This is an optimization exercise on Yosys and OpenROAD, whose aim is small area, not a production implementation.
At most, simulation tests tie the RTL to the original design; equivalence was not proved.
Power figures rest on the tool's default switching activity, not on a simulated workload.

==> v1: inputs <==
==> flow/design.v (excerpt) <==
module led_matrix_scanner
#(
    parameter int unsigned DWELL_CYCLES = 2048,
    parameter int unsigned BLANK_CYCLES = 16
) (
    input  logic                 clk,
    input  logic                 RST,
    input  logic                 enable,
    input  logic [led_scan_pkg::N_ROWS*led_scan_pkg::N_COLS-1:0] RedPixels,
    input  logic [led_scan_pkg::N_ROWS*led_scan_pkg::N_COLS-1:0] GrnPixels,
    input  logic                 frame_valid,
    output logic                 frame_ready,
    output logic [led_scan_pkg::N_ROWS-1:0] row_sel,
    output logic [3:0]           row_idx,
    output logic [led_scan_pkg::N_COLS-1:0] red_col,
    output logic [led_scan_pkg::N_COLS-1:0] grn_col,
    output logic                 frame_start
);
==> module led_frame_buffer, before the edit <==
module led_frame_buffer
(
    input  logic              clk,
    input  logic              RST,
    input  logic [led_scan_pkg::N_ROWS-1:0][led_scan_pkg::N_COLS-1:0] red_i,
    input  logic [led_scan_pkg::N_ROWS-1:0][led_scan_pkg::N_COLS-1:0] grn_i,
    input  logic              valid_i,
    output logic              ready_o,
    input  logic              swap_i,
    input  logic [3:0]        row_idx_i,
    output logic              shown_o,
    output logic [led_scan_pkg::N_COLS-1:0] red_row_o,
    output logic [led_scan_pkg::N_COLS-1:0] grn_row_o
);
    logic [led_scan_pkg::N_ROWS-1:0][led_scan_pkg::N_COLS-1:0] staging_red_q;
    logic [led_scan_pkg::N_ROWS-1:0][led_scan_pkg::N_COLS-1:0] staging_grn_q;
    logic [led_scan_pkg::N_ROWS-1:0][led_scan_pkg::N_COLS-1:0] shadow_red_q;
    logic [led_scan_pkg::N_ROWS-1:0][led_scan_pkg::N_COLS-1:0] shadow_grn_q;
    logic [led_scan_pkg::N_COLS-1:0] row_red_q;
    logic [led_scan_pkg::N_COLS-1:0] row_grn_q;
    logic [3:0]   tap_q;
    logic         pending_q;
    logic         shown_q;
    logic         load;
    assign load = swap_i && pending_q;
    always_ff @(posedge clk) begin
        if (!RST && valid_i && !pending_q) begin
            staging_red_q <= red_i;
            staging_grn_q <= grn_i;
        end
    end
    always_ff @(posedge clk) begin
        if (RST) begin
            pending_q <= 1'b0;
            shown_q   <= 1'b0;
        end else if (valid_i && !pending_q) begin
            pending_q <= 1'b1;
        end else if (load) begin
            pending_q <= 1'b0;
            shown_q   <= 1'b1;
        end
    end
    always_ff @(posedge clk) begin
        if (load) begin
            shadow_red_q <= staging_red_q;
            shadow_grn_q <= staging_grn_q;
        end else begin
            shadow_red_q <= {shadow_red_q[0], shadow_red_q[led_scan_pkg::N_ROWS-1:1]};
            shadow_grn_q <= {shadow_grn_q[0], shadow_grn_q[led_scan_pkg::N_ROWS-1:1]};
        end
    end
    always_ff @(posedge clk) begin
        if (RST || load) tap_q <= 4'd0;
        else             tap_q <= tap_q + 4'd1;
    end
    always_ff @(posedge clk) begin
        if (tap_q == row_idx_i) begin
            row_red_q <= shadow_red_q[0];
            row_grn_q <= shadow_grn_q[0];
        end
    end
    assign ready_o   = !pending_q;
    assign shown_o   = shown_q;
    assign red_row_o = row_red_q;
    assign grn_row_o = row_grn_q;
endmodule
Settings: LEC_CHECK=0, CAP_MARGIN=20, CORE_MARGIN=2, CORE_UTILIZATION=40, SLEW_MARGIN=20; clock period 6.0 ns.
run.sh (not shown) runs the stock make flow with config.mk's settings and CLKGATE_MAP_FILE= SYNTH_SCRIPT=/design/flow/synth_recipe.tcl, a recipe that flattens the netlist after the stock synthesis.
==> inputs of v34, as changes to v1 <==
==> flow/flow/run.sh (new file) <==
#!/bin/bash
# Own layout flow: the standard synthesis, then an area re-map of the combinational logic
# (registers untouched), then the standard layout with port buffers of the smallest buffer.
set -euo pipefail
W=$PWD
F=$W/flow
R=$W/orfs/results/$FLOW_PLATFORM/led_matrix_scanner/base
LIB=$FLOW_HOME/platforms/$FLOW_PLATFORM/lib/sky130_fd_sc_hd__tt_025C_1v80.lib
YOSYS=$FLOW_HOME/../tools/install/yosys/bin/yosys

bash standard.sh synth > $W/log_synth.txt 2>&1

cp $R/1_2_yosys.v $W/std_1_2_yosys.v
DU=""
for c in $(sed -n '/DONT_USE_CELLS/,/^$/p' $FLOW_HOME/platforms/$FLOW_PLATFORM/config.mk | tr -d '\\' | grep -o 'sky130_fd_sc_hd__[A-Za-z0-9_]*'); do
  DU="$DU -dont_use $c"
done
sed -e "s#@LIB@#$LIB#g" -e "s#@IN@#$W/std_1_2_yosys.v#" -e "s#@OUT@#$W/remap.v#" \
    -e "s#@TOP@#$FLOW_TOP#g" -e "s#@DONTUSE@#$DU#" -e "s#@SCRIPT@#$F/abc_area.script#" \
    $F/remap.ys > $W/remap.ys
$YOSYS -s $W/remap.ys > $W/log_remap.txt 2>&1
cp $W/remap.v $R/1_2_yosys.v
rm -f $R/1_synth.odb $R/1_synth.sdc

bash standard.sh "BUFFER_PORTS_ARGS=-buffer_cell sky130_fd_sc_hd__buf_1" finish > $W/log_layout.txt 2>&1
==> flow/flow/abc_area.script (new file) <==
strash
dch
amap
topo
==> flow/flow/remap.ys (new file) <==
# Re-map the combinational logic of the standard synthesis netlist for area. The registers
# (and tie cells) stay the very same instances; only the logic between them is re-mapped.
read_liberty -ignore_miss_func @LIB@
read_verilog @IN@
hierarchy -top @TOP@
setattr -mod -set keep_hierarchy 1 sky130_fd_sc_hd__df* sky130_fd_sc_hd__edf* sky130_fd_sc_hd__sdf* sky130_fd_sc_hd__dl* sky130_fd_sc_hd__conb_1
flatten -wb
opt_clean -purge
delete t:$scopeinfo
stat
abc -liberty @LIB@ @DONTUSE@ -script @SCRIPT@
opt_clean -purge
stat -liberty @LIB@
select @TOP@
write_verilog -selected -noattr -noexpr -nohex -nodec @OUT@
==> flow/standard.sh (new file) <==
#!/bin/bash
# synth_recipe.tcl (not shown) runs the flow's synth.tcl, then flattens the netlist and writes it again
# the make line also repeats each setting of config.mk as NAME=value (left out here)
make -C /OpenROAD-flow-scripts/flow DESIGN_CONFIG=/design/flow/config.mk WORK_HOME=/design/flow/orfs CLKGATE_MAP_FILE= SYNTH_SCRIPT=/design/flow/synth_recipe.tcl "${@:-finish}"
removed: flow/run.sh
==> inputs of v10, as changes to v1 <==
--- a/flow/design.v
+++ b/flow/design.v
@@ -31,22 +31,19 @@
     logic [led_scan_pkg::N_ROWS-1:0][led_scan_pkg::N_COLS-1:0] shadow_grn_q;
     logic [led_scan_pkg::N_COLS-1:0] row_red_q;
     logic [led_scan_pkg::N_COLS-1:0] row_grn_q;
-    logic [3:0]   tap_q;
+    logic [3:0]   staging_tap_q;
+    logic [3:0]   shadow_tap_q;
     logic         pending_q;
     logic         shown_q;
+    logic         capture;
     logic         load;
-    assign load = swap_i && pending_q;
-    always_ff @(posedge clk) begin
-        if (!RST && valid_i && !pending_q) begin
-            staging_red_q <= red_i;
-            staging_grn_q <= grn_i;
-        end
-    end
+    assign capture = !RST && valid_i && !pending_q;
+    assign load    = swap_i && pending_q;
     always_ff @(posedge clk) begin
         if (RST) begin
             pending_q <= 1'b0;
             shown_q   <= 1'b0;
-        end else if (valid_i && !pending_q) begin
+        end else if (capture) begin
             pending_q <= 1'b1;
         end else if (load) begin
             pending_q <= 1'b0;
@@ -54,22 +51,33 @@
         end
     end
     always_ff @(posedge clk) begin
-        if (load) begin
-            shadow_red_q <= staging_red_q;
-            shadow_grn_q <= staging_grn_q;
+        if (capture) begin
+            staging_red_q <= ~red_i;
+            staging_grn_q <= ~grn_i;
         end else begin
-            shadow_red_q <= {shadow_red_q[0], shadow_red_q[led_scan_pkg::N_ROWS-1:1]};
-            shadow_grn_q <= {shadow_grn_q[0], shadow_grn_q[led_scan_pkg::N_ROWS-1:1]};
+            staging_red_q <= ~{staging_red_q[0], staging_red_q[led_scan_pkg::N_ROWS-1:1]};
+            staging_grn_q <= ~{staging_grn_q[0], staging_grn_q[led_scan_pkg::N_ROWS-1:1]};
         end
     end
     always_ff @(posedge clk) begin
-        if (RST || load) tap_q <= 4'd0;
-        else             tap_q <= tap_q + 4'd1;
+        if (load) begin
+            shadow_red_q <= ~staging_red_q;
+            shadow_grn_q <= ~staging_grn_q;
+        end else begin
+            shadow_red_q <= ~{shadow_red_q[0], shadow_red_q[led_scan_pkg::N_ROWS-1:1]};
+            shadow_grn_q <= ~{shadow_grn_q[0], shadow_grn_q[led_scan_pkg::N_ROWS-1:1]};
+        end
     end
     always_ff @(posedge clk) begin
-        if (tap_q == row_idx_i) begin
-            row_red_q <= shadow_red_q[0];
-            row_grn_q <= shadow_grn_q[0];
+        if (capture) staging_tap_q <= 4'd0;
+        else         staging_tap_q <= staging_tap_q + 4'd1;
+        if (load)    shadow_tap_q  <= staging_tap_q;
+        else         shadow_tap_q  <= shadow_tap_q + 4'd1;
+    end
+    always_ff @(posedge clk) begin
+        if (shadow_tap_q == row_idx_i) begin
+            row_red_q <= shadow_red_q[0] ^ {led_scan_pkg::N_COLS{row_idx_i[0]}};
+            row_grn_q <= shadow_grn_q[0] ^ {led_scan_pkg::N_COLS{row_idx_i[0]}};
         end
     end
     assign ready_o   = !pending_q;
==> flow/flow/run.sh (new file) <==
#!/bin/bash
# Own layout flow: the standard synthesis, then an area re-map of the combinational logic
# (registers untouched), then the standard layout with port buffers of the smallest buffer.
set -euo pipefail
W=$PWD
F=$W/flow
R=$W/orfs/results/$FLOW_PLATFORM/led_matrix_scanner/base
LIB=$FLOW_HOME/platforms/$FLOW_PLATFORM/lib/sky130_fd_sc_hd__tt_025C_1v80.lib
YOSYS=$FLOW_HOME/../tools/install/yosys/bin/yosys

bash standard.sh synth > $W/log_synth.txt 2>&1

cp $R/1_2_yosys.v $W/std_1_2_yosys.v
DU=""
for c in $(sed -n '/DONT_USE_CELLS/,/^$/p' $FLOW_HOME/platforms/$FLOW_PLATFORM/config.mk | tr -d '\\' | grep -o 'sky130_fd_sc_hd__[A-Za-z0-9_]*'); do
  DU="$DU -dont_use $c"
done
sed -e "s#@LIB@#$LIB#g" -e "s#@IN@#$W/std_1_2_yosys.v#" -e "s#@OUT@#$W/remap.v#" \
    -e "s#@TOP@#$FLOW_TOP#g" -e "s#@DONTUSE@#$DU#" -e "s#@SCRIPT@#$F/abc_area.script#" \
    $F/remap.ys > $W/remap.ys
$YOSYS -s $W/remap.ys > $W/log_remap.txt 2>&1
cp $W/remap.v $R/1_2_yosys.v
rm -f $R/1_synth.odb $R/1_synth.sdc

bash standard.sh "BUFFER_PORTS_ARGS=-buffer_cell sky130_fd_sc_hd__buf_1" finish > $W/log_layout.txt 2>&1
==> flow/flow/abc_area.script (new file) <==
strash
dch
amap
topo
==> flow/flow/remap.ys (new file) <==
# Re-map the combinational logic of the standard synthesis netlist for area. The registers
# (and tie cells) stay the very same instances; only the logic between them is re-mapped.
read_liberty -ignore_miss_func @LIB@
read_verilog @IN@
hierarchy -top @TOP@
setattr -mod -set keep_hierarchy 1 sky130_fd_sc_hd__df* sky130_fd_sc_hd__edf* sky130_fd_sc_hd__sdf* sky130_fd_sc_hd__dl* sky130_fd_sc_hd__conb_1
flatten -wb
opt_clean -purge
delete t:$scopeinfo
stat
abc -liberty @LIB@ @DONTUSE@ -script @SCRIPT@
opt_clean -purge
stat -liberty @LIB@
select @TOP@
write_verilog -selected -noattr -noexpr -nohex -nodec @OUT@
==> flow/standard.sh (new file) <==
#!/bin/bash
# synth_recipe.tcl (not shown) runs the flow's synth.tcl, then flattens the netlist and writes it again
# the make line also repeats each setting of config.mk as NAME=value (left out here)
make -C /OpenROAD-flow-scripts/flow DESIGN_CONFIG=/design/flow/config.mk WORK_HOME=/design/flow/orfs CLKGATE_MAP_FILE= SYNTH_SCRIPT=/design/flow/synth_recipe.tcl "${@:-finish}"
- CTS_BUF_LIST: unset -> sky130_fd_sc_hd__clkbuf_4
removed: flow/run.sh
==> results by group <==
Run status
  • Status: finished clean

Power
  • Worst VDD drop: roughly 0.24 mV
  • Clock network fraction of total power: between 40 and 50%

Final layout
  • Layout clock area frac: between 8 and 9%
  • Nets: 2977

Placed design
  • GP Congestion: approximately 0.80

Synthesis
  • Synth Cell Area: approximately 36000 µm²
  • Cell taking the most area after synthesis: edfxtp_1
  • Area share of xor/xnor cells in the synthesized design: 0.409%
  • Post-synth cell types: 36
  • Mapped Cells: between 1500 and 2000

Hold path
  • Hold WC Path Type: reg -> reg

Global route
  • Largest net degree at the start of global routing: slightly above 100
(the above is from v1)
==> results by group <==
Run status
  • Status: finished clean

Synthesis
  • Synth Net Count: 2262
  • Mapped Cells: 1746

Floorplanning
  • Die Y-Extent: 288 µm

Clock network
  • H-tree levels: 3

Final layout
  • Nets: between 2000 and 3000
  • Share of cells above drive strength 1: under 10%
  • FF/Latch Area: 27000 µm²
  • Layout clock area frac: 9.05%

Power
  • Worst VDD drop: ~0.26 mV
  • Sw Share: between 10% and 20%
  • Clock network fraction of total power: between 40% and 50%

Detailed routing
  • TritonRoute pass-1 iters: 5

Hold path
  • Hold WC Path Type: reg -> reg

Global route
  • Largest net degree at the start of global routing: 220
  • First-pass GRT wire length: 107000 µm

Timing
  • Tmin final: 4280 ps
(the above is from v34)
==> results by group <==
Run status
  • Status: finished clean

Final layout
  • Final instance area: 36700 µm²
  • Layout clock area frac: approximately a tenth
  • Sequential cell count: between 1000 and 1500
  • Fin util: 50.3%
  • Nets: 3736

Synthesis
  • Mapped Cells: roughly 2300
  • Synth Cell Area: about 30000 µm²

Global route
  • Largest net degree at the start of global routing: between 200 and 250

Power
  • Leakage power: approximately 14 nW
  • Clock network fraction of total power: between 40% and 50%
  • Worst VDD drop: between 0.2 and 0.25 mV

Placed design
  • GP Congestion: 0.809

Hold path
  • Hold WC Path Type: in -> reg
  • Worst Hold End: u_frame_buffer.staging_grn_q[88]$_DFF_P_
(the above is from v10)
Only the layout flow was run in v10; the RTL was not checked for function there.

==> port drivers added, routing unchanged <==
In the flow no input, the clock included, has a driving cell. The finished layouts below were timed again as built, in two steps. Step 1 assumes that a clkbuf_16 drives the clock port and a buf_2 every other input. Step 2 moves the port delays by t, midway between the first and last clock arrival at a register: inputs arrive t later, outputs are due t later. That takes back most of the time a late clock gives input paths. Slacks: ideal ports / drivers / drivers and shift; pairs: ideal ports / drivers.
| run | t (ns) | setup slack, ns | worst setup path after step 2 | slew at the worst register clock pin (ns) | pins driven straight from the clock port |
|---|---|---|---|---|---|
| v1 | 0.728 | 1.463 / 1.393 / 1.763 | input to register | 0.06 / 0.06 | 1 |
| v34 | 0.704 | 1.716 / 1.716 / 1.510 | input to register | 0.07 / 0.07 | 1 |
| v10 | 1.085 | 1.880 / 1.817 / 2.052 | register to register | 0.08 / 0.08 | 1 |
After both steps setup and hold are still met in every run listed. The setup slack of v34, which loses most, moves by 0.000 ns with the drivers and by -0.206 ns with both steps.
